This is an optimization exercise on Yosys and OpenROAD, whose aim is small area, a short achievable clock period and few clock cycles per item, not a production implementation.
RTL that was checked went through simulation tests only; none was proved equivalent to the original.
Power figures rest on the tool's default switching activity, not on a simulated workload.

## alpha
// bitonic_sort_index_sequencer_core
module bitonic_sort_index_sequencer_core
#(
  parameter int unsigned MAX_LOG_SIZE = 16,
  parameter int unsigned MAX_STEP     = 64
) (
  input  logic            clk_i,
  input  logic            rst_ni,
  input  logic            psel,
  input  logic            penable,
  input  logic            pwrite,
  input  logic [2:0]      paddr,
  input  logic [31:0]     pwdata,
  output logic [31:0]     prdata,
  output logic            pready,
  input  logic            in_valid_i,
  output logic            in_stall_o,
  input  logic [bsis_pkg::CHW-1:0]  chunk_index_i,
  output logic            out_valid_o,
  input  logic            out_stall_i,
  output logic [bsis_pkg::IDXW-1:0] element_index_o,
  output logic            past_end_o,
  output logic            last_o
);
==> flow/config.mk <==
export PLATFORM = sky130hd
export DESIGN_NAME = bitonic_sort_index_sequencer_core
export DESIGN_NICKNAME = bitonic_sort_index_sequencer_core
export VERILOG_FILES = /design/flow/design.v
export SDC_FILE = /design/flow/constraint.sdc
export NUM_CORES = 4
export LEC_CHECK = 0
export CAP_MARGIN = 20
export CORE_MARGIN = 2
export CORE_UTILIZATION = 40
export SLEW_MARGIN = 20
==> flow/constraint.sdc <==
create_clock -name core_clock -period 8.0 [get_ports {clk_i}]
set_input_delay 1.6000 -clock core_clock [delete_from_list [all_inputs] [get_ports {clk_i}]]
set_output_delay 1.6000 -clock core_clock [all_outputs]
set_load 0.01 [all_outputs]
run.sh (not shown) runs the stock make flow with config.mk's settings and CLKGATE_MAP_FILE= SYNTH_SCRIPT=/design/flow/synth_recipe.tcl, a recipe that flattens the netlist after the stock synthesis.
alpha: PASS, flow complete, no timing, DRC or antenna violations
Testbench counts of alpha, summed over its fixed seeds: cycles 144,799, items 135,995.
Relative to alpha, the following input files were edited for beta:
Settings: SETUP_SLACK_MARGIN now 5, previously not set; ABC_CLOCK_PERIOD_IN_PS now 2000, previously not set.
In beta, the number of buffers inserted by post-CTS setup repair came out 84 above the value in alpha. beta gives more register-to-register path setup slack than alpha did. In the flow results for alpha and beta, the post-layout minimum cycle time is larger on alpha. Share of cell area taken by multi-input logic gates, alpha and beta: lower on beta. beta: worst supply voltage drop on vdd is 20% higher than what alpha reported. Total of clock buffers placed in the layout: beta > alpha. beta improves on alpha in worst hold margin. Compared with alpha, beta ends up with more cell area. Looking at launching element of the worst setup path, the sm_q[7]$_DFF_P_ result is from beta; the ds_q[0]$_DFFE_PN0P_ one comes from alpha.


Another version of the RTL of bitonic_sort_index_sequencer_core (not shown whole).
For scale: roughly 1400 cells after synthesis, roughly 0.011 mm2 of cells after synthesis.
Settings: LEC_CHECK=0, ABC_CLOCK_PERIOD_IN_PS=3000, CAP_MARGIN=20, CORE_MARGIN=2, CORE_UTILIZATION=70, CTS_BUF_LIST=sky130_fd_sc_hd__clkbuf_8, CTS_CLUSTER_DIAMETER=100, CTS_CLUSTER_SIZE=30, SETUP_SLACK_MARGIN=5, SLEW_MARGIN=20; clock period 8.0 ns.
The first run passed the timing, design-rule and antenna checks.
==> next run, changes <==
Settings changed: CORE_UTILIZATION 70 to 80.
This time the run aborted during global routing (5_1_grt), error GRT-0232. Synthesized cell count does not change. Area after synthesis is unchanged.
No run of this note included a check of the RTL's function; only the layout flow was run.


bitonic_sort_index_sequencer_core, a different RTL version from the one above (not shown whole).
Size in the first run: about 1,400 cells after synthesis, ~120 I/O pins, about 11,000 um^2 of cells after synthesis.
make LEC_CHECK=0 ABC_CLOCK_PERIOD_IN_PS=3500 CAP_MARGIN=20 CORE_MARGIN=2 CORE_UTILIZATION=40 SETUP_SLACK_MARGIN=4 SLEW_MARGIN=20 finish   # period 8.0 ns
Next try:
--- a/flow/config.mk
+++ b/flow/config.mk
@@ -7,3 +7,3 @@
 export LEC_CHECK = 0
-export ABC_CLOCK_PERIOD_IN_PS = 3500
+export ABC_CLOCK_PERIOD_IN_PS = 2000
 export CAP_MARGIN = 20
@@ -11,3 +11,3 @@
 export CORE_UTILIZATION = 40
-export SETUP_SLACK_MARGIN = 4
+export SETUP_SLACK_MARGIN = 5
 export SLEW_MARGIN = 20
What happened:
- routed wire length is higher slightly
- hold slack loses 6.6 ps
- non-clock buffer count rises by 36
- via count rises slightly
- critical path depth grows by 5
- sequential power hardly moves
- first-iteration DRC count drops by about a fifth
- final area increases by a few percent
Function was not checked in any run of this note: the RTL went through the layout flow alone.

## static timing again, ports no longer ideal
Ports are ideal in the flow. The routed layouts listed here were re-timed in OpenROAD. Step 1 assumes that a clkbuf_16 drives the clock port and a buf_2 every other input. Step 2 moves the port delays by t, midway between the first and last clock arrival at a register: inputs arrive t later, outputs are due t later. That takes back most of the time a late clock gives input paths. Slacks: ideal / step 1 / step 2; pairs: ideal / step 1.
run	t (ns)	setup slack, ns	pins driven straight from the clock port
alpha	0.505	2.244 / 2.244 / 2.244	1
beta	0.504	3.881 / 3.881 / 3.688	1
the first run of note 2	0.532	4.966 / 4.921 / 4.494	1
the first run of note 3	0.493	3.308 / 3.308 / 3.308	1
the second run of note 3	0.481	3.216 / 3.216 / 3.216	1
After both steps setup and hold are still met in every run listed. For the first run of note 2, which loses most, drivers alone change the setup slack by -0.045 ns; drivers and shift together by -0.472 ns.
